This is an optimization exercise on Yosys and OpenROAD, whose aim is small area, a short achievable clock period and few clock cycles per item, not a production implementation.
At most, simulation tests tie the RTL to the original design; equivalence was not proved.
No functional check of the RTL was part of runs 1 and 2.
No activity file was given, so power comes from the tool's default toggle rates.

### run.sh
#!/bin/bash
# synth_recipe.tcl (not shown) runs the flow's synth.tcl, then flattens the netlist and writes it again
# the make line also repeats each setting of config.mk as NAME=value (left out here)
make -C /OpenROAD-flow-scripts/flow DESIGN_CONFIG=/design/flow/config.mk WORK_HOME=/design/flow/orfs CLKGATE_MAP_FILE= SYNTH_SCRIPT=/design/flow/synth_recipe.tcl finish
### config.mk
export PLATFORM = sky130hd
export DESIGN_NAME = four_neighbor_mean_filter
export DESIGN_NICKNAME = four_neighbor_mean_filter
export VERILOG_FILES = /design/flow/design.v
export SDC_FILE = /design/flow/constraint.sdc
export NUM_CORES = 4
export LEC_CHECK = 0
export CAP_MARGIN = 20
export CORE_MARGIN = 2
export CORE_UTILIZATION = 40
export SETUP_SLACK_MARGIN = 5.0
export SLEW_MARGIN = 20
### constraint.sdc
create_clock -name core_clock -period 8.0 [get_ports {clk}]
set_input_delay 1.6000 -clock core_clock [delete_from_list [all_inputs] [get_ports {clk}]]
set_output_delay 1.6000 -clock core_clock [all_outputs]
set_load 0.01 [all_outputs]
### design.v
`default_nettype none
package fnmf_pkg;
  localparam int unsigned DEF_MAX_SIDE     = 64;
  localparam int unsigned DEF_SAMPLE_WIDTH = 16;
  localparam int unsigned DEF_FRAC_BITS    = 8;
  localparam int unsigned CFG_W      = 7;
  localparam int unsigned IDX_W      = 6;
  localparam int unsigned MEAN_W     = 24;
  localparam int unsigned RESET_SIDE = 4;
endpackage
`default_nettype wire
`default_nettype none
module fnmf_div (
  input  logic [17:0] sum,     
  input  logic [1:0]  ncode,   
  output logic [23:0] mean
);
  function automatic logic [2:0] add3(input logic [2:0] a, input logic [2:0] b);
    add3[0] = (a[0] & b[0]) | (a[1] & b[2]) | (a[2] & b[1]);
    add3[1] = (a[0] & b[1]) | (a[1] & b[0]) | (a[2] & b[2]);
    add3[2] = (a[0] & b[2]) | (a[2] & b[0]) | (a[1] & b[1]);
  endfunction
  logic [53:0] t [6];
  logic [2:0]  v [17];    
  logic [15:0] q;
  logic [7:0]  frac;
  for (genvar i = 0; i < 18; i++) begin : g_e
    localparam int K = 17 - i;
    if (K == 17 || (K % 2) == 0) begin : g_pos
      assign t[0][3*i +: 3] = sum[K] ? 3'b010 : 3'b001;
    end else begin : g_neg
      assign t[0][3*i +: 3] = sum[K] ? 3'b100 : 3'b001;
    end
  end
  for (genvar l = 0; l < 5; l++) begin : g_lvl
    for (genvar i = 0; i < 18; i++) begin : g_i
      if (((i >> l) & 1) == 1) begin : g_add
        assign t[l+1][3*i +: 3] = add3(t[l][3*i +: 3], t[l][3*(((i >> l) << l) - 1) +: 3]);
      end else begin : g_pass
        assign t[l+1][3*i +: 3] = t[l][3*i +: 3];
      end
    end
  end
  for (genvar j = 0; j < 17; j++) begin : g_v
    if ((j % 2) == 0) begin : g_even
      assign v[j] = t[5][3*(17-j) +: 3];
    end else begin : g_odd
      assign v[j] = {t[5][3*(17-j) + 1], t[5][3*(17-j) + 2], t[5][3*(17-j)]};
    end
  end
  for (genvar i = 0; i < 16; i++) begin : g_q
    assign q[i] = v[i + 1][2] | (v[i + 1][1] & sum[i]);
  end
  assign frac = v[0][1] ? 8'd85 : v[0][2] ? 8'd171 : 8'd0;
  always_comb begin
    unique case (ncode)
      2'd0:    mean = {sum[15:0], 8'd0};
      2'd1:    mean = {sum[16:0], 7'd0};
      2'd2:    mean = {q, frac};
      default: mean = {sum[17:0], 6'd0};
    endcase
  end
endmodule
`default_nettype wire
`default_nettype none
module fnmf_vdelay #(
  parameter int unsigned W    = 16,
  parameter int unsigned NSEG = 6,
  parameter int unsigned L4   = 15,   
  parameter int unsigned L5   = 30    
) (
  input  logic            clk,
  input  logic            en,
  input  logic [NSEG-1:0] sel,    
  input  logic [W-1:0]    din,
  output logic [W-1:0]    dout    
);
  logic [W-1:0] seg_in [NSEG+1];
  assign seg_in[0] = din;
  for (genvar i = 0; i < NSEG; i++) begin : g_seg
    localparam int unsigned LEN = (i == 4) ? L4 : (i == 5) ? L5 : (1 << i);
    logic [LEN*W-1:0] sr;
    always_ff @(posedge clk) begin
      if (en) begin
        if (LEN == 1) sr <= seg_in[i];
        else          sr <= {sr[(LEN-1)*W-1:0], seg_in[i]};
      end
    end
    assign seg_in[i+1] = sel[i] ? sr[LEN*W-1 -: W] : seg_in[i];
  end
  assign dout = seg_in[NSEG];
endmodule
module fnmf_dpath #(
  parameter int unsigned W = 16
) (
  input  logic         clk,
  input  logic         shift,
  input  logic [W-1:0] din,
  input  logic [5:0]   sel_r,      
  input  logic         r_from_cur,  
  input  logic         r_from_d1,   
  input  logic [5:0]   sel_u,      
  output logic [W-1:0] cur,
  output logic [W-1:0] d1,
  output logic [W-1:0] d2,
  output logic [W-1:0] r,
  output logic [W-1:0] m,
  output logic [W-1:0] l,
  output logic [W-1:0] u
);
  logic [W-1:0] v1_out, v2_out, r_nxt;
  fnmf_vdelay #(.W(W), .NSEG(6), .L4(15), .L5(30)) u_v1 (
    .clk (clk), .en (shift), .sel (sel_r), .din (d2), .dout (v1_out)
  );
  fnmf_vdelay #(.W(W), .NSEG(6), .L4(16), .L5(31)) u_v2 (
    .clk (clk), .en (shift), .sel (sel_u), .din (l), .dout (v2_out)
  );
  assign r_nxt = r_from_cur ? cur : r_from_d1 ? d1 : v1_out;
  always_ff @(posedge clk) begin
    if (shift) begin
      cur <= din;
      d1  <= cur;
      d2  <= d1;
      r   <= r_nxt;
      m   <= r;
      l   <= m;
      u   <= v2_out;
    end
  end
endmodule
`default_nettype wire
`default_nettype none
module fnmf_ctrl (
  input  logic       clk,
  input  logic       rst_n,
  input  logic       cfg_take,
  input  logic [6:0] cfg_side,
  input  logic       adv,
  output logic [5:0] side_last,   
  output logic [5:0] row,
  output logic [5:0] col
);
  logic [5:0] side_nxt;
  always_comb begin
    if (cfg_side == 7'd0)     side_nxt = 6'd0;
    else if (cfg_side[6])     side_nxt = 6'd63;
    else                      side_nxt = 6'(cfg_side - 7'd1);
  end
  always_ff @(posedge clk) begin
    if (!rst_n) begin
      side_last <= 6'd3;
      row       <= '0;
      col       <= '0;
    end else if (cfg_take) begin
      side_last <= side_nxt;
      row       <= '0;
      col       <= '0;
    end else if (adv) begin
      if (col == side_last) begin
        col <= '0;
        row <= (row == side_last) ? 6'd0 : row + 6'd1;
      end else begin
        col <= col + 6'd1;
      end
    end
  end
endmodule
`default_nettype wire
`default_nettype none
import fnmf_pkg::*;
module four_neighbor_mean_filter #(
  parameter int unsigned MAX_SIDE      = fnmf_pkg::DEF_MAX_SIDE,
  parameter int unsigned SAMPLE_WIDTH  = fnmf_pkg::DEF_SAMPLE_WIDTH,
  parameter int unsigned FRACTION_BITS = fnmf_pkg::DEF_FRAC_BITS
) (
  input  logic                               clk,
  input  logic                               rst_n,
  input  logic                               in_valid,
  output logic                               in_stall,
  input  logic signed [SAMPLE_WIDTH-1:0]     in_sample,
  output logic                               out_valid,
  input  logic                               out_stall,
  output logic [fnmf_pkg::IDX_W-1:0]         out_row,
  output logic [fnmf_pkg::IDX_W-1:0]         out_col,
  output logic signed [fnmf_pkg::MEAN_W-1:0] out_neighbor_mean,
  output logic                               out_last_of_matrix,
  input  logic                               cfg_valid,
  output logic                               cfg_ready,
  input  logic [fnmf_pkg::CFG_W-1:0]         cfg_matrix_side
);
  localparam int unsigned W = SAMPLE_WIDTH;
  logic       in_stall_r, cfg_ready_r;
  logic       take, cfg_take, move;
  logic [5:0] side_last, pos_row, pos_col;
  assign take     = in_valid && !in_stall_r;
  assign cfg_take = cfg_valid && cfg_ready_r;
  fnmf_ctrl u_ctrl (
    .clk       (clk),
    .rst_n     (rst_n),
    .cfg_take  (cfg_take),
    .cfg_side  (cfg_matrix_side),
    .adv       (move),
    .side_last (side_last),
    .row       (pos_row),
    .col       (pos_col)
  );
  logic [5:0] sel_r, sel_u;
  logic       r_from_cur, r_from_d1, self1;
  always_ff @(posedge clk) begin
    logic [5:0] a, b, sr, su;
    a = side_last - 6'd3;
    sr[5] = (a >= 6'd30);
    if (sr[5]) a = a - 6'd30;
    sr[4] = (a >= 6'd15);
    if (sr[4]) a = a - 6'd15;
    sr[3:0] = a[3:0];
    b = side_last - 6'd1;
    su[5] = (b >= 6'd31);
    if (su[5]) b = b - 6'd31;
    su[4:0] = b[4:0];
    sel_r      <= sr;
    sel_u      <= su;
    r_from_cur <= (side_last == 6'd1);
    r_from_d1  <= (side_last == 6'd2);
  end
  logic         in_v;
  logic [W-1:0] in_x;
  always_ff @(posedge clk) begin
    if (!in_stall_r) begin
      in_x <= in_sample;
    end
  end
  logic [2:0] pend;                          
  logic [5:0] cur_r, cur_c;
  logic       up_a, left_a, right_a, left_b;
  logic       k_v, s_v, o_v;
  logic       issue, s_block;
  logic [2:0] pend_after, pend_new;
  logic       sel_a, sel_b, sel_c;
  assign sel_a = pend[0];
  assign sel_b = !pend[0] && pend[1];
  assign sel_c = !pend[0] && !pend[1] && pend[2];
  assign issue      = (pend != 3'b000) && !k_v;
  assign pend_after = issue ? {pend[2] && (pend[1:0] != 2'b00), pend[1] && pend[0], 1'b0} : pend;
  assign move       = in_v && (pend_after == 3'b000);
  assign s_block    = s_v && o_v && out_stall;
  logic in_lastrow;
  assign in_lastrow  = (pos_row == side_last);
  assign pend_new[0] = (pos_row != 6'd0);
  assign pend_new[1] = in_lastrow && (pos_col != 6'd0);
  assign pend_new[2] = in_lastrow && (pos_col == side_last);
  always_ff @(posedge clk) begin
    if (move) begin
      cur_r   <= pos_row;
      cur_c   <= pos_col;
      up_a    <= (pos_row[5:1] != 5'd0);
      left_a  <= (pos_col != 6'd0);
      right_a <= (pos_col != side_last);
      left_b  <= (pos_col[5:1] != 5'd0);
      self1   <= (side_last == 6'd0);
    end
  end
  logic [W-1:0] cur, d1, d2, tap_r, tap_m, tap_l, tap_u;
  fnmf_dpath #(.W(W)) u_dpath (
    .clk        (clk),
    .shift      (move),
    .din        (in_x),
    .sel_r      (sel_r),
    .r_from_cur (r_from_cur),
    .r_from_d1  (r_from_d1),
    .sel_u      (sel_u),
    .cur        (cur),
    .d1         (d1),
    .d2         (d2),
    .r          (tap_r),
    .m          (tap_m),
    .l          (tap_l),
    .u          (tap_u)
  );
  logic [W-1:0] op0, op1, op2, op3;
  logic [17:0]  f_sum;
  logic [1:0]   f_n;
  logic [5:0]   f_row, f_col;
  logic         f_last;
  always_comb begin
    op0 = (sel_c && !self1) ? tap_m : cur;
    op1 = sel_a ? (up_a ? tap_u : '0) : sel_b ? tap_l : (self1 ? '0 : d1);
    op2 = sel_a ? (left_a ? tap_l : '0) : (sel_b && left_b) ? d2 : '0;
    op3 = (sel_a && right_a) ? tap_r : '0;
    f_sum = {{2{op0[W-1]}}, op0} + {{2{op1[W-1]}}, op1} + {{2{op2[W-1]}}, op2} + {{2{op3[W-1]}}, op3};
    if (sel_a)      f_n = 2'(up_a) + 2'(left_a) + 2'(right_a);
    else if (sel_b) f_n = left_b ? 2'd2 : 2'd1;
    else            f_n = self1 ? 2'd0 : 2'd1;
    f_row  = sel_a ? cur_r - 6'd1 : cur_r;
    f_col  = sel_b ? cur_c - 6'd1 : cur_c;
    f_last = sel_c;
  end
  logic [17:0] k_sum, s_sum;
  logic [1:0]  k_n, s_n;
  logic [5:0]  k_row, k_col, s_row, s_col;
  logic        k_last, s_last;
  logic [23:0] s_mean;
  always_ff @(posedge clk) begin
    if (!k_v && issue && s_block) begin
      k_sum  <= f_sum;
      k_n    <= f_n;
      k_row  <= f_row;
      k_col  <= f_col;
      k_last <= f_last;
    end
    if (!s_block) begin
      if (k_v) begin
        s_sum  <= k_sum;
        s_n    <= k_n;
        s_row  <= k_row;
        s_col  <= k_col;
        s_last <= k_last;
      end else begin
        s_sum  <= f_sum;
        s_n    <= f_n;
        s_row  <= f_row;
        s_col  <= f_col;
        s_last <= f_last;
      end
    end
  end
  fnmf_div u_div (
    .sum   (s_sum),
    .ncode (s_n),
    .mean  (s_mean)
  );
  logic [5:0]  o_row, o_col;
  logic [23:0] o_mean;
  logic        o_last;
  always_ff @(posedge clk) begin
    if (!(o_v && out_stall)) begin
      o_row  <= s_row;
      o_col  <= s_col;
      o_mean <= s_mean;
      o_last <= s_last;
    end
  end
  logic       in_v_n, k_v_n, s_v_n, o_v_n;
  logic [2:0] pend_n;
  logic       issue_n, move_n;
  logic [2:0] pend_after_n;
  always_comb begin
    in_v_n = take || (in_v && !move);
    pend_n = move ? pend_new : pend_after;
    k_v_n  = k_v ? s_block : (issue && s_block);
    s_v_n  = s_block ? 1'b1 : (k_v || issue);
    o_v_n  = (o_v && out_stall) ? 1'b1 : s_v;
    issue_n      = (pend_n != 3'b000) && !k_v_n;
    pend_after_n = issue_n ? {pend_n[2] && (pend_n[1:0] != 2'b00), pend_n[1] && pend_n[0], 1'b0}
                           : pend_n;
    move_n       = in_v_n && (pend_after_n == 3'b000);
  end
  always_ff @(posedge clk) begin
    if (!rst_n) begin
      in_v        <= 1'b0;
      pend        <= 3'b000;
      k_v         <= 1'b0;
      s_v         <= 1'b0;
      o_v         <= 1'b0;
      in_stall_r  <= 1'b0;
      cfg_ready_r <= 1'b1;
    end else begin
      in_v        <= in_v_n;
      pend        <= pend_n;
      k_v         <= k_v_n;
      s_v         <= s_v_n;
      o_v         <= o_v_n;
      in_stall_r  <= in_v_n && !move_n;
      cfg_ready_r <= !(in_v_n && !move_n);
    end
  end
  assign in_stall           = in_stall_r;
  assign cfg_ready          = cfg_ready_r;
  assign out_valid          = o_v;
  assign out_row            = o_row;
  assign out_col            = o_col;
  assign out_neighbor_mean  = o_mean;
  assign out_last_of_matrix = o_last;
endmodule
`default_nettype wire
==> results of run 1 <==
==> placed cells by master (no fill, tap or decap), types with 27 or more instances in the layout <==
master           instances
edfxtp_1              2197
clkbuf_16              206
mux2_2                 182
nand2_1                116
buf_4                   94
inv_1                   86
nor2_1                  69
a21oi_1                 58
clkinv_1                48
o21ai_0                 44
clkinv_2                41
clkbuf_1                39
buf_2                   39
fa_1                    32
dfxtp_1                 29
buf_6                   28
clkdlybuf4s50_1         27
==> report_power, final <==
part | total, mW | internal (mW) | leakage [nW] | switching (mW)
registers | 13.8 | 13.5 | 21.1 | 0.268
clock network | 9.37 | 5.24 | 3.18 | 4.13
logic | 1.83 | 0.796 | 5.04 | 1.03
==> critical path, delay by kind of cell (launching register included) <==
kind | cells | cell delay [ps]
AND/OR/NAND/NOR | 5 | 610
flip-flops | 1 | 360
AO/OA/AOI/OAI | 5 | 1020
multiplexers | 1 | 290
buffers and inverters | 7 | 740
adder cells (fa/ha/maj) | 3 | 1200
==> sequential cells by signal, indices dropped and copies added (netlist names), 18 cells and up <==
signal                 cells
k_sum                     18
o_mean                    21
s_sum                     18
u_dpath.u_v1.g_seg.sr    960
u_dpath.u_v2.g_seg.sr    992
==> what timing repair did <==
action / CTS / global route
endpoints found under the setup margin: 1861 / 576
setup buffers: 87 / 22
gates resized for setup: 334 / 82
pin swaps: 82 / 57
cloned: 16 / 4
==> metal layers <==
metal  vias to the layer above  share of wire  track usage  routed length [µm]
met4                         0          0.027       0.0431                3220
li1                      14200              -            -                   -
met3                       208          0.046       0.0261                5500
met5                         -              0            0                   0
met1                     16100           0.49        0.184               58900
met2                       626           0.44        0.172               52500
==> cells by family (layout without fill, tap and decap cells) <==
logic type                 after synthesis  in the layout  synth area share
and+or+nand+nor                        304            307            0.0190
buffers and inverters                  187            706           0.00957
muxes                                  252            252            0.0375
other                                    0              1                 0
xor gates and xnor gates                56             56           0.00649
adders and majority gates               85             85            0.0174
DFF                                   2238           2238             0.884
AOI/OAI and AO/OA                      288            288            0.0261
==> cell type report <==
type	instances	area [µm²]
antenna	1	2.50
clock buffer	243	5230
clock inverter	134	1290
fill	15300	99500
inverter	100	375
multi-input combinational	988	8900
sequential	2238	66800
tap	2495	3120
timing repair buffer	229	2540
==> how the worst max path moves through the flow <==
stage	end	cells past startpoint	slack, ps	startpoint
CTS	s_sum[17]	19	3530	pend[0]
global placement	s_sum[17]	18	2790	pend[0]
detailed placement	s_sum[17]	18	2640	pend[0]
global route	s_sum[16]	21	3440	pend[0]
floorplan	cfg_ready_r	9	380	k_v
finish	k_sum[14]	21	3580	pend[0]
==> stage by stage <==
step,hold WS [ps],utilization,setup slack (ps),cells
after floorplan,400,-,385,3410
after global placement,400,0.423,2790,5921
after detailed placement,405,0.423,2640,5921
after CTS,366,0.467,3530,6401
after global routing,369,0.470,3440,6428
final,373,0.470,3580,6428
==> summary.md, run 1 <==
| Metric | Value |
|---|---|
| Cell mode on critical path | buf_6 |
| Htree depth | 4 |
| Pin count of the biggest net entering global routing | 115 |
| Least-Margin Pin Slew | ~1100 ps |
| Post-synth EDFFs | 2197 |
| Worst hold path class | register to register |
| Via count | 31.1k |
| Remaining Overflow, GRT | 0 |
| Design area | 88300 µm² |
| Top cells by count, synth | edfxtp_1, mux2_2, nand2_1, inv_1, nor2_1 |
| Detailed Routing Iterations Pass 1 | 9 |
| Syn_area_per_cell | 22.2 µm² |
| Vias in the first global route | 30.0k |
| Register area share after synthesis | 0.884 |
| Die ar. | 192000 µm² |
| Fin Setup TNS | 0 ps |
| Number of I/O pins | 68 |
| Post-synthesis sequential element count | 2238 |
| Distinct cells, synth | 74 |
| Skew final | 61.2 ps |
| CTS tree | built |
| Die X | 439 µm |
| Num rows | roughly 160 |
| Max Freq | 226 MHz |
| Area share of the largest cell type after synthesis | 0.873 |
| Hold depth | 0 |
| Max-slew violations | 0 |
| Sink Count | 2238 |
| Max Root-Sink Buffers | 3 |
| Reg2reg start | pend[0] |
| Dominant cells by area after synthesis | edfxtp_1, mux2_2, dfxtp_1 |
| Core footprint | 188000 µm² |
| Via density | 4.84 |
| DR WL/cell | between 15 and 20 µm |
| Number of antenna violations at the first check in global routing | 6 |
| Netlist Area Pre-Place | between 70000 and 80000 µm² |
| Most frequent cell after synthesis | edfxtp_1 |
| CTS Buf Count | 201 |
| Gr usage total | 0.121 |
| Clk slew on worst S/H paths | 70 ps |
| Setup CP Type | register to register |
| Detailed-placement wirelength estimate | 65800 µm |
| RSZ-0062 raised after global routing | yes |
| Post-CTS Hold Buffers | 0 |
| WP data required | 8640 ps |
| Area delta synth->final | 16.8% |
| Final WL | 120000 µm |
| Final ANT Viol Nets | 0 |
| Area leader, netlist | edfxtp_1 |
| Placed Area | 79500 µm² |
| Pwr/cell area | between 200 and 300 nW/µm² |
| First-pass GRT wire length | 180000 µm |
| Tmin final | 4420 ps |
| Main flop type after synthesis | edfxtp_1 |
| YS warnings | 10 |
| Status | finished clean |
| Cells on worst reg2reg path | 21 |
| Max-cap viol count | 0 |
| Final Wtd Congestion | 0.790 |
| Final Cycle Share | 0.552 |
| CP arrival | slightly above 5000 ps |
| Post-synth ARST share | 0 |
| Setup crit end kind | register |
| Syn nets | about 3.5k |
| Final net count | ~3.9k |
| Final hold violations | 0 |
| Hold_sp | u_dpath.u_v1.g_seg[3].sr[8] |
| Element type at the critical path start | register |
| CP max stage delay | about 500 ps |
| Drc violations | 0 |
| LEAKAGE | 29.3 nW |
| Crit Path Max Fanout | 4 |
| R2r endpoint | k_sum[14] |
| Hold Path Sink | u_dpath.u_v1.g_seg[3].sr[24] |
| Slew margin rel. | 0.261 |
| Layout cells sized above 1 | 0.214 |
| Crit-path cells | buf_12 > nor2_4 > nand2_2 > nor2_2 > buf_6 > buf_6 > mux2_4 > fa_1 > inv_1 > fa_1 > inv_2 > buf_6 > ha_4 > a21o_1 > a21oi_2 > o21a_2 > nor3_4 > o41a_1 > buf_6 > or3_1 > o2111ai_1 |
| Reg2reg setup slack | 3580 ps |
| 1st-iter DRT viols | 3267 |
| Clock latency (worst-skew pair) | about 840 ps |
| Clock root cell | clkbuf_16 |
| Die H | around 440 µm |
| Synthesized instance count | 3410 |
| I/O Buffers | 67 |
| Max VDD drop | 0.195 mV |
| Final count of negative-setup-slack endpoints | 0 |
| Initial Util | 0.402 |
| Slowest-stage cell, CP | fa_1 |
| Total power | 25.0 mW |
==> run 2, diff against run 1 <==
--- a/config.mk
+++ b/config.mk
@@ -7,6 +7,7 @@
 export LEC_CHECK = 0
 export CAP_MARGIN = 20
 export CORE_MARGIN = 2
-export CORE_UTILIZATION = 40
+export CORE_UTILIZATION = 60
+export CTS_CLUSTER_SIZE = 30
 export SETUP_SLACK_MARGIN = 5.0
 export SLEW_MARGIN = 20
==> run 2 against run 1 <==
Sequential power hardly changed. Sequential share of layout area rose by 1.0 points. Global-route usage grew 7.1 points. Still clean. Register-to-register slack worse by 50 ps. Non-clock buffer count is 2 lower. Setup slack worse by 45 ps. Hold slack improved by 23 ps. Die area down 33%. Sequential cell count unchanged. Critical path depth is 2 lower.
==> summary.md, run 2 <==
| Metric | Value |
|---|---|
| Status | finished clean (unchanged) |
| Post-CTS Hold Buffers | 0 (unchanged) |
| Top cells by count, synth | edfxtp_1, mux2_2, nand2_1, inv_1, nor2_1 (unchanged) |
| Die X | 359 µm (was 439 µm) |
| 1st-iter DRT viols | 3090 (was 3267) |
| WP data required | 8560 ps (was 8640 ps) |
| Total power | 25.1 mW (was 25.0 mW) |
| Final Wtd Congestion | 0.829 (was 0.790) |
| Max Freq | 224 MHz (was 226 MHz) |
| Area leader, netlist | edfxtp_1 (unchanged) |
| Post-synth ARST share | 0 (unchanged) |
| CP max stage delay | 550 ps (was 490 ps) |
| Reg2reg setup slack | 3540 ps (was 3580 ps) |
| Distinct cells, synth | 74 (unchanged) |
| Drc violations | 0 (unchanged) |
| Comb power frac | 0.071 (was 0.073) |
| Least-Margin Pin Slew | 1040 ps (was 1110 ps) |
| Final count of negative-setup-slack endpoints | 0 (unchanged) |
| Max-cap viol count | 0 (unchanged) |
| Final worst slack | 3540 ps (was 3580 ps) |
| Htree depth | 4 (unchanged) |
| Commonest cells after routing, fill and taps aside | edfxtp_1, clkbuf_16, mux2_2 (unchanged) |
| P_sw | 5.44 mW (was 5.43 mW) |
| Synthesized instance count | 3410 (unchanged) |
| Fillcell total | 7629 (was 15.3k) |
| Detailed Routing Iterations Pass 1 | 6 (was 9) |
| Final WL | 126000 µm (was 120000 µm) |
| Clock root cell | clkbuf_16 (unchanged) |
| Hold_sp | u_dpath.u_v1.g_seg[3].sr[48] (was u_dpath.u_v1.g_seg[3].sr[8]) |
| Final ANT Viol Nets | 0 (unchanged) |
| Worst hold path class | register to register (unchanged) |
| Met1 wire length | 60100 µm (was 58900 µm) |
| CTS tree | built (unchanged) |
| Crit Path Max Fanout | 5 (was 4) |
| Die H | 359 µm (was 439 µm) |
| Number of antenna violations at the first check in global routing | 6 (unchanged) |
| Final Cycle Share | 0.558 (was 0.552) |
| Remaining Overflow, GRT | 0 (unchanged) |
| Max FFs per register | 992 (unchanged) |
| Pwr/cell area | 288 nW/µm² (was 283 nW/µm²) |
| Pin count of the biggest net entering global routing | 240 (was 115) |
| Slew margin rel. | 0.304 (was 0.261) |
| Post-synth EDFFs | 2197 (unchanged) |
| First-pass GRT wire length | 188000 µm (was 180000 µm) |
| Area taken by flip-flops and latches | 66800 µm² (about the same) |
| Layout cells sized above 1 | 0.217 (was 0.214) |
| Skew final | 44.6 ps (was 61.2 ps) |
| Pre-CTS setup slack | 2480 ps (was 2640 ps) |
| Max VDD drop | 0.195 mV (about the same) |
| Biggest registers after layout | u_dpath.u_v2.g_seg.sr: 992 flops, u_dpath.u_v1.g_seg.sr: 960 flops, o_mean: 21 flops (unchanged) |
| Slowest-stage cell, CP | fa_1 (unchanged) |
| Number of I/O pins | 68 (unchanged) |
| Max-slew violations | 0 (unchanged) |
| Main flop type after synthesis | edfxtp_1 (unchanged) |
| Cells on worst reg2reg path | 19 (was 21) |
| Register area share after synthesis | 0.884 (unchanged) |
| YS warnings | 10 (unchanged) |
| Final hold violations | 0 (unchanged) |
| DR WL/cell | 22.5 µm (was 18.7 µm) |
| Vias in the first global route | 31.0k (was 30.0k) |
| Element type at the critical path start | register (unchanged) |
| Flop pwr share | 0.552 (about the same) |
| Top Layer Used | met5 (was met4) |
| Num rows | 130 (was 159) |
| Via density | 5.66 (was 4.84) |
| DR WL met2 | 56600 µm (was 52500 µm) |
| Wire length on met3 | 5840 µm (was 5500 µm) |
| Most common cell after layout, fill and taps aside | edfxtp_1 (unchanged) |
| Max Root-Sink Buffers | 3 (unchanged) |
| Setup CP Type | register to register (unchanged) |
| Initial Util | 0.603 (was 0.402) |
| Core footprint | 125000 µm² (was 188000 µm²) |
| Syn_area_per_cell | 22.2 µm² (unchanged) |
| Crit-path cells | buf_12 > nor2_4 > nand2_2 > nor2_2 > buf_6 > buf_6 > mux2i_4 > fa_1 > inv_2 > fa_1 > ha_4 > fa_2 > a21o_1 > a21oi_4 > o21ai_4 > a31oi_4 > a2111o_1 > o311ai_4 > mux2_4 (was buf_12 > nor2_4 > nand2_2 > nor2_2 > buf_6 > buf_6 > mux2_4 > fa_1 > inv_1 > fa_1 > inv_2 > buf_6 > ha_4 > a21o_1 > a21oi_2 > o21a_2 > nor3_4 > o41a_1 > buf_6 > or3_1 > o2111ai_1) |
| Sink Count | 2238 (unchanged) |
| Area delta synth->final | 15.3% (was 16.8%) |
| Gr usage total | 0.192 (was 0.121) |
| Final Hold Slack | 396 ps (was 373 ps) |
| Clk slew on worst S/H paths | 60 ps (was 70 ps) |
| Fin Setup TNS | 0 ps (unchanged) |
| Dominant cells by area after synthesis | edfxtp_1, mux2_2, dfxtp_1 (unchanged) |
| RSZ-0062 raised after global routing | yes (unchanged) |
| Area of the multi-input gates | 8970 µm² (was 8900 µm²) |
| Top reg by flops | u_dpath.u_v2.g_seg.sr (unchanged) |
| R2r endpoint | s_sum[15] (was k_sum[14]) |
| Clock latency (worst-skew pair) | 820 ps (was 840 ps) |
| Most frequent cell after synthesis | edfxtp_1 (unchanged) |
| Setup crit end kind | register (unchanged) |
| Via count | 31.6k (was 31.1k) |
| Area share of the largest cell type after synthesis | 0.873 (unchanged) |
| Tmin final | 4460 ps (was 4420 ps) |
| Hold depth | 0 (unchanged) |
| Syn nets | 3522 (unchanged) |
| Die ar. | 129000 µm² (was 192000 µm²) |
| CP arrival | 5020 ps (was 5060 ps) |
| Reg2reg start | pend[0] (unchanged) |
| CTS Buf Count | 206 (was 201) |
| Final net count | 3873 (was 3870) |
| Netlist Area Pre-Place | 75600 µm² (unchanged) |
| I/O Buffers | 67 (unchanged) |
| Internal power | 19.6 mW (about the same) |
| Switching Fraction | 0.217 (about the same) |
| Post-synthesis sequential element count | 2238 (unchanged) |
| Hold Path Sink | u_dpath.u_v1.g_seg[3].sr[64] (was u_dpath.u_v1.g_seg[3].sr[24]) |
| LEAKAGE | 29.2 nW (was 29.3 nW) |
| Clock network fraction of design power | 0.377 (was 0.375) |
| Detailed-placement wirelength estimate | 67300 µm (was 65800 µm) |
-- run 2: changes by cell type in the layout (fill, tap and decap cells not counted), sizes merged --
| cell | change |
|---|---|
| buf | +1 |
| clkinvlp | +2 |
| clkbuf | +8 |
| bufbuf | -4 |
| clkinv | -2 |
| bufinv | -2 |
-- run 2: power groups by stage --
stage          Combinational [mW]  Sequential, mW  Clock (mW)
3_5_place_dp                 1.36            14.1           0
2_1_floorplan                1.01            14.0           0
6_report                     1.77            13.8        9.46
4_1_cts                      1.58            13.9        9.71
3_3_place_gp                 1.32            14.1           0
5_1_grt                      1.91            13.9        10.2
-- run 2: critical path, delay by kind of cell (launching register included) --
kind            cells  cell delay (ps)
buf+inv             4              430
compound gates      6             1170
simple gates        3              290
flops               1              350
mux                 2              350
fa+ha+maj           4             1600
-- run 2: per-stage QoR --
step,cell area [µm²],cells,util
after floorplan,75600,3410,-
after global placement,78300,5070,0.625
after detailed placement,78300,5070,0.625
after CTS,86300,5542,0.689
after global routing,87100,5585,0.696
final,87100,5586,0.696
-- run 2: cells by family (layout without fill, tap and decap cells) --
kind of cell / Yosys count / after routing / synth area share
adder cells (fa/ha/maj): 85 / 85 / 0.0174
multiplexers: 252 / 252 / 0.0375
XOR/XNOR: 56 / 56 / 0.00649
AND/OR/NAND/NOR: 304 / 307 / 0.0190
AO/OA/AOI/OAI: 288 / 288 / 0.0261
flip-flops: 2238 / 2238 / 0.884
buffers and inverters: 187 / 709 / 0.00957
other: 0 / 1 / 0
-- run 2: repair_timing --
action / 4_1_cts / 5_1_grt
setup buffers: 82 / 36
endpoints found under the setup margin: 1974 / 1205
resized for setup: 315 / 93
pin swaps: 68 / 46
gates cloned: 8 / 6
-- run 2: metal layers --
layer,up-vias,track usage
li1,14100,-
met1,16500,0.301
met2,759,0.279
met3,230,0.0349
met4,4,0.0625
met5,-,0
-- run 2: how the worst max path moves through the flow --
stage | startpoint | endpoint | slack (ps) | cells after the start
final | pend[0] | s_sum[15] | 3540 | 19
after global routing | pend[0] | s_sum[16] | 3390 | 21
after CTS | pend[0] | s_sum[17] | 3610 | 19
after detailed placement | pend[0] | s_sum[15] | 2480 | 15
after global placement | pend[0] | s_sum[15] | 2650 | 15
after floorplan | k_v | cfg_ready_r | 380 | 9
-- run 2: layout make-up --
type                            count  share of cell area
Sequential cell                  2238               0.767
Multi-Input combinational cell    988               0.103
Clock buffer                      250              0.0619
Timing Repair Buffer              227              0.0263
Tap cell                         1650              0.0237
Clock inverter                    132              0.0137
Inverter                          100             0.00435
Antenna cell                        1           0.0000287
==> run 3, diff against run 2 <==
--- a/design.v
+++ b/design.v
@@ -65,9 +65,7 @@
 `default_nettype none
 module fnmf_vdelay #(
   parameter int unsigned W    = 16,
-  parameter int unsigned NSEG = 6,
-  parameter int unsigned L4   = 15,   
-  parameter int unsigned L5   = 30    
+  parameter int unsigned NSEG = 6
 ) (
   input  logic            clk,
   input  logic            en,
@@ -78,7 +76,7 @@
   logic [W-1:0] seg_in [NSEG+1];
   assign seg_in[0] = din;
   for (genvar i = 0; i < NSEG; i++) begin : g_seg
-    localparam int unsigned LEN = (i == 4) ? L4 : (i == 5) ? L5 : (1 << i);
+    localparam int unsigned LEN = 1 << i;
     logic [LEN*W-1:0] sr;
     always_ff @(posedge clk) begin
       if (en) begin
@@ -109,11 +107,11 @@
   output logic [W-1:0] u
 );
   logic [W-1:0] v1_out, v2_out, r_nxt;
-  fnmf_vdelay #(.W(W), .NSEG(6), .L4(15), .L5(30)) u_v1 (
+  fnmf_vdelay #(.W(W), .NSEG(6)) u_v1 (
     .clk (clk), .en (shift), .sel (sel_r), .din (d2), .dout (v1_out)
   );
-  fnmf_vdelay #(.W(W), .NSEG(6), .L4(16), .L5(31)) u_v2 (
-    .clk (clk), .en (shift), .sel (sel_u), .din (l), .dout (v2_out)
+  fnmf_vdelay #(.W(W), .NSEG(6)) u_v2 (
+    .clk (clk), .en (shift), .sel (sel_u), .din (m), .dout (v2_out)
   );
   assign r_nxt = r_from_cur ? cur : r_from_d1 ? d1 : v1_out;
   always_ff @(posedge clk) begin
@@ -135,7 +133,7 @@
   input  logic       rst_n,
   input  logic       cfg_take,
   input  logic [6:0] cfg_side,
-  input  logic       adv,
+  input  logic       take,
   output logic [5:0] side_last,   
   output logic [5:0] row,
   output logic [5:0] col
@@ -155,7 +153,7 @@
       side_last <= side_nxt;
       row       <= '0;
       col       <= '0;
-    end else if (adv) begin
+    end else if (take) begin
       if (col == side_last) begin
         col <= '0;
         row <= (row == side_last) ? 6'd0 : row + 6'd1;
@@ -190,7 +188,7 @@
 );
   localparam int unsigned W = SAMPLE_WIDTH;
   logic       in_stall_r, cfg_ready_r;
-  logic       take, cfg_take, move;
+  logic       take, cfg_take;
   logic [5:0] side_last, pos_row, pos_col;
   assign take     = in_valid && !in_stall_r;
   assign cfg_take = cfg_valid && cfg_ready_r;
@@ -199,7 +197,7 @@
     .rst_n     (rst_n),
     .cfg_take  (cfg_take),
     .cfg_side  (cfg_matrix_side),
-    .adv       (move),
+    .take      (take),
     .side_last (side_last),
     .row       (pos_row),
     .col       (pos_col)
@@ -207,34 +205,26 @@
   logic [5:0] sel_r, sel_u;
   logic       r_from_cur, r_from_d1, self1;
   always_ff @(posedge clk) begin
-    logic [5:0] a, b, sr, su;
-    a = side_last - 6'd3;
-    sr[5] = (a >= 6'd30);
-    if (sr[5]) a = a - 6'd30;
-    sr[4] = (a >= 6'd15);
-    if (sr[4]) a = a - 6'd15;
-    sr[3:0] = a[3:0];
-    b = side_last - 6'd1;
-    su[5] = (b >= 6'd31);
-    if (su[5]) b = b - 6'd31;
-    su[4:0] = b[4:0];
-    sel_r      <= sr;
-    sel_u      <= su;
+    sel_r      <= side_last - 6'd3;
+    sel_u      <= side_last;
     r_from_cur <= (side_last == 6'd1);
     r_from_d1  <= (side_last == 6'd2);
   end
   logic         in_v;
   logic [W-1:0] in_x;
+  logic [5:0]   in_r, in_c;
   always_ff @(posedge clk) begin
     if (!in_stall_r) begin
       in_x <= in_sample;
+      in_r <= pos_row;
+      in_c <= pos_col;
     end
   end
   logic [2:0] pend;                          
   logic [5:0] cur_r, cur_c;
   logic       up_a, left_a, right_a, left_b;
   logic       k_v, s_v, o_v;
-  logic       issue, s_block;
+  logic       issue, move, s_block;
   logic [2:0] pend_after, pend_new;
   logic       sel_a, sel_b, sel_c;
   assign sel_a = pend[0];
@@ -245,18 +235,18 @@
   assign move       = in_v && (pend_after == 3'b000);
   assign s_block    = s_v && o_v && out_stall;
   logic in_lastrow;
-  assign in_lastrow  = (pos_row == side_last);
-  assign pend_new[0] = (pos_row != 6'd0);
-  assign pend_new[1] = in_lastrow && (pos_col != 6'd0);
-  assign pend_new[2] = in_lastrow && (pos_col == side_last);
+  assign in_lastrow  = (in_r == side_last);
+  assign pend_new[0] = (in_r != 6'd0);
+  assign pend_new[1] = in_lastrow && (in_c != 6'd0);
+  assign pend_new[2] = in_lastrow && (in_c == side_last);
   always_ff @(posedge clk) begin
     if (move) begin
-      cur_r   <= pos_row;
-      cur_c   <= pos_col;
-      up_a    <= (pos_row[5:1] != 5'd0);
-      left_a  <= (pos_col != 6'd0);
-      right_a <= (pos_col != side_last);
-      left_b  <= (pos_col[5:1] != 5'd0);
+      cur_r   <= in_r;
+      cur_c   <= in_c;
+      up_a    <= (in_r[5:1] != 5'd0);
+      left_a  <= (in_c != 6'd0);
+      right_a <= (in_c != side_last);
+      left_b  <= (in_c[5:1] != 5'd0);
       self1   <= (side_last == 6'd0);
     end
   end
--- a/config.mk
+++ b/config.mk
@@ -7,7 +7,5 @@
 export LEC_CHECK = 0
 export CAP_MARGIN = 20
 export CORE_MARGIN = 2
-export CORE_UTILIZATION = 60
-export CTS_CLUSTER_SIZE = 30
-export SETUP_SLACK_MARGIN = 5.0
+export CORE_UTILIZATION = 40
 export SLEW_MARGIN = 20
==> run 3 against run 2 <==
Still clean. Sequential cell count is 60 higher. Sequential power hardly changed. Hold slack worse by 4.3 ps. Setup slack worse by 1300 ps. Utilization is 24 points lower. Final area is 1.2% higher. Cell count is 15% higher. Largest cell class unchanged.
==> summary.md, run 3 <==
| Metric | Value |
|---|---|
| Status | finished clean (unchanged) |
| Crit-path cells | nor2_1 > nand2_1 > nor2_1 > buf_4 > mux2_2 > fa_1 > inv_1 > fa_1 > inv_1 > ha_1 > inv_1 > fa_1 > nand2b_1 > a21oi_1 > o21ai_0 > a211oi_1 > o2111ai_1 > a31o_2 > and3_1 (was buf_12 > nor2_4 > nand2_2 > nor2_2 > buf_6 > buf_6 > mux2i_4 > fa_1 > inv_2 > fa_1 > ha_4 > fa_2 > a21o_1 > a21oi_4 > o21ai_4 > a31oi_4 > a2111o_1 > o311ai_4 > mux2_4) |
| Final worst slack | 2250 ps (was 3540 ps) |
| R2r endpoint | k_sum[17] (was s_sum[15]) |
| Number of I/O pins | 68 (unchanged) |
| CTS Buf Count | 220 (was 206) |
| Setup crit end kind | register (unchanged) |
| WP data required | 8550 ps (was 8560 ps) |
| Initial Util | 0.401 (was 0.603) |
| Htree depth | 4 (unchanged) |
| Worst hold path class | register to register (unchanged) |
| Setup bufs post-CTS | 0 (was 82) |
| Fillcell total | 15.8k (was 7629) |
| Gr usage total | 0.121 (was 0.192) |
| Clock latency (worst-skew pair) | 820 ps (about the same) |
| Top Layer Used | met4 (was met5) |
| Netlist Area Pre-Place | 77000 µm² (was 75600 µm²) |
| I/O Buffers | 67 (unchanged) |
| Least-Margin Pin Slew | 1210 ps (was 1040 ps) |
| Pwr/cell area | 288 nW/µm² (about the same) |
| Area leader, netlist | edfxtp_1 (unchanged) |
| Syn_area_per_cell | 22.3 µm² (was 22.2 µm²) |
| Reg2reg start | pend[1] (was pend[0]) |
| LEAKAGE | 29.0 nW (was 29.2 nW) |
| Most frequent cell after synthesis | edfxtp_1 (unchanged) |
| Via count | 30.7k (was 31.6k) |
| Reg2reg setup slack | 2250 ps (was 3540 ps) |
| Top reg by flops | u_dpath.u_v1.g_seg.sr (was u_dpath.u_v2.g_seg.sr) |
| Flop pwr share | 0.553 (was 0.552) |
| Distinct cells, synth | 67 (was 74) |
| Sink Count | 2298 (was 2238) |
| Cells on worst reg2reg path | 19 (unchanged) |
| Max Freq | 174 MHz (was 224 MHz) |
| CP arrival | 6290 ps (was 5020 ps) |
| Die H | 443 µm (was 359 µm) |
| Internal power | 20.1 mW (was 19.6 mW) |
| Clk slew on worst S/H paths | 60 ps (about the same) |
| Final count of negative-setup-slack endpoints | 0 (unchanged) |
| Post-synth ARST share | 0 (unchanged) |
| Final hold violations | 0 (unchanged) |
| P_sw | 5.33 mW (was 5.44 mW) |
| Crit Path Max Fanout | 27 (was 5) |
| Clock root cell | clkbuf_16 (unchanged) |
| Layout cells sized above 1 | 0.152 (was 0.217) |
| Final Wtd Congestion | 0.825 (was 0.829) |
| RSZ-0062 raised after global routing | no (was yes) |
| Detailed-placement wirelength estimate | 68900 µm (was 67300 µm) |
| Max Root-Sink Buffers | 3 (unchanged) |
| Top cells by count, synth | edfxtp_1, mux2_2, nand2_1, inv_1, nor2_1 (unchanged) |
| YS warnings | 8 (was 10) |
| Max-cap viol count | 0 (unchanged) |
| Tmin final | 5750 ps (was 4460 ps) |
| Syn nets | 3560 (was 3522) |
| Core footprint | 192000 µm² (was 125000 µm²) |
| Final net count | 3802 (was 3873) |
| Commonest cells after routing, fill and taps aside | edfxtp_1, clkbuf_16, mux2_2 (unchanged) |
| Wire length on met3 | 5440 µm (was 5840 µm) |
| Max-slew violations | 0 (unchanged) |
| Hold_sp | u_dpath.u_v2.g_seg[4].sr[114] (was u_dpath.u_v1.g_seg[3].sr[48]) |
| Synthesized instance count | 3454 (was 3410) |
| Biggest registers after layout | u_dpath.u_v1.g_seg.sr: 1008 flops, u_dpath.u_v2.g_seg.sr: 992 flops, o_mean: 21 flops (was u_dpath.u_v2.g_seg.sr: 992 flops, u_dpath.u_v1.g_seg.sr: 960 flops, o_mean: 21 flops) |
| Max FFs per register | 1008 (was 992) |
| Register area share after synthesis | 0.891 (was 0.884) |
| Comb power frac | 0.046 (was 0.071) |
| Pin count of the biggest net entering global routing | 203 (was 240) |
| Non-filler cells, final | 6411 (was 5586) |
| Pre-CTS setup slack | 2380 ps (was 2480 ps) |
| Main flop type after synthesis | edfxtp_1 (unchanged) |
| Element type at the critical path start | register (unchanged) |
| Die ar. | 196000 µm² (was 129000 µm²) |
| Post-synth EDFFs | 2257 (was 2197) |
| Slowest-stage cell, CP | dfxtp_1 (was fa_1) |
| Final WL | 121000 µm (was 126000 µm) |
| Max VDD drop | 0.199 mV (was 0.195 mV) |
| Via density | 4.78 (was 5.66) |
| Final ANT Viol Nets | 0 (unchanged) |
| Crit path launch | pend[1] (was pend[0]) |
| Placed Cells | 5996 (was 5070) |
| Detailed Routing Iterations Pass 1 | 7 (was 6) |
| Clock network fraction of design power | 0.401 (was 0.377) |
| Area taken by flip-flops and latches | 68600 µm² (was 66800 µm²) |
| Post-synthesis sequential element count | 2298 (was 2238) |
| Post-CTS Hold Buffers | 0 (unchanged) |
| Drc violations | 0 (unchanged) |
| DR WL met2 | 52200 µm (was 56600 µm) |
| Die X | 443 µm (was 359 µm) |
| 1st-iter DRT viols | 2837 (was 3090) |
| Post_cts resized | 0 (was 315) |
| Remaining Overflow, GRT | 0 (unchanged) |
| Area share of the largest cell type after synthesis | 0.880 (was 0.873) |
| Met1 wire length | 59200 µm (was 60100 µm) |
| Setup CP Type | register to register (unchanged) |
| Hold depth | 0 (unchanged) |
| First-pass GRT wire length | 181000 µm (was 188000 µm) |
| Hold Path Sink | u_dpath.u_v2.g_seg[4].sr[130] (was u_dpath.u_v1.g_seg[3].sr[64]) |
| Fin Setup TNS | 0 ps (unchanged) |
| Slew margin rel. | 0.194 (was 0.304) |
| Number of antenna violations at the first check in global routing | 5 (was 6) |
| Area delta synth->final | 14.5% (was 15.3%) |
| Final Cycle Share | 0.718 (was 0.558) |
| Area of the multi-input gates | 7690 µm² (was 8970 µm²) |
| Switching Fraction | 0.210 (was 0.217) |
| Num rows | 161 (was 130) |
| Skew final | 39.1 ps (was 44.6 ps) |
| CTS tree | built (unchanged) |
| Vias in the first global route | 29.7k (was 31.0k) |
| CP max stage delay | 1020 ps (was 550 ps) |
| Dominant cells by area after synthesis | edfxtp_1, mux2_2, dfxtp_1 (unchanged) |
| DR WL/cell | 18.9 µm (was 22.5 µm) |
| Most common cell after layout, fill and taps aside | edfxtp_1 (unchanged) |
## run 3: critical path: cells and delay by family, from the launching register on
| kind | cells | cell delay [ps] |
|---|---|---|
| multiplexers | 1 | 320 |
| buffers and inverters | 4 | 410 |
| AND/OR/NAND/NOR | 5 | 610 |
| AO/OA/AOI/OAI | 5 | 1580 |
| adder cells (fa/ha/maj) | 4 | 1540 |
| flip-flops | 1 | 1020 |
## run 3: cell families after synthesis
kind of cell    after synthesis  synth area share
flops                      2298             0.891
simple gates                313            0.0179
compound gates              269            0.0239
mux                         240            0.0348
buf+inv                     194           0.00963
fa+ha+maj                    80            0.0162
xor+xnor                     60           0.00682
## run 3: how the worst max path moves through the flow
stage,to,cells past startpoint
floorplan,cur_c[0],5
global placement,k_sum[17],19
detailed placement,k_sum[17],19
CTS,k_sum[17],19
global route,k_sum[17],18
finish,k_sum[17],19
## run 3: final cells by class
| cell class | instances | share of cell area |
|---|---|---|
| Multi-Input combinational cell | 962 | 0.0872 |
| Inverter | 108 | 0.00464 |
| Clock inverter | 123 | 0.0148 |
| Clock buffer | 287 | 0.0672 |
| Timing Repair Buffer | 106 | 0.0125 |
| Antenna cell | 1 | 0.0000284 |
| Sequential cell | 2298 | 0.778 |
| Tap cell | 2526 | 0.0358 |
## run 3: metal layers
layer	track usage	vias to the layer above
met5	0	-
met4	0.0499	0
met3	0.0262	224
met2	0.171	604
met1	0.180	15700
li1	-	14100
## run 3: metrics by stage
| stage | hold WS (ps) | utilization | cell area, µm² | power (mW) |
|---|---|---|---|---|
| 6_report | 392 | 0.459 | 88200 | 25.4 |
| 5_1_grt | 399 | 0.459 | 88200 | 26.4 |
| 4_1_cts | 391 | 0.459 | 88100 | 25.8 |
| 3_5_place_dp | 405 | 0.421 | 80900 | 15.5 |
| 3_3_place_gp | 400 | 0.421 | 80900 | 15.4 |
| 2_1_floorplan | 329 | - | 77000 | 15.6 |
## run 3: power by group through the flow
stage | logic (mW) | registers [mW] | clock network [mW]
after floorplan | 0.812 | 14.8 | 0
after global placement | 1.14 | 14.3 | 0
after detailed placement | 1.17 | 14.3 | 0
after CTS | 1.18 | 14.1 | 10.6
after global routing | 1.29 | 14.1 | 11.0
final | 1.17 | 14.1 | 10.2
Testbench counts of run 3, summed over its fixed seeds: cycles 54,324, items 53,234.

## port drivers added, routing unchanged
No port has a modelled driver above. Below, the same layouts with a new extraction and two added sets of constraints.
Step 1, drivers: a clkbuf_16 drives clk and a buf_2 each remaining input, both assumed.
Step 2 times the ports against the registers' clock, not the clock port: input delays grow and output delays shrink by t, the midpoint of the rising clock arrivals with the driver on.
a / b / c = no drivers / after step 1 / after step 2; a / b = the first two.
| run | shift t [ns] | setup slack, ns | worst setup path at the end | worst slew at a driven data input, ns |
|---|---|---|---|---|
| run 1 | 0.883 | 3.583 / 3.583 / 3.583 | register to register | 0.04 |
| run 2 | 0.874 | 3.537 / 3.537 / 3.537 | register to register | 0.13 |
| run 3 | 0.883 | 2.253 / 2.253 / 2.253 | register to register | 0.06 |
After both steps setup and hold are still met in every run listed.
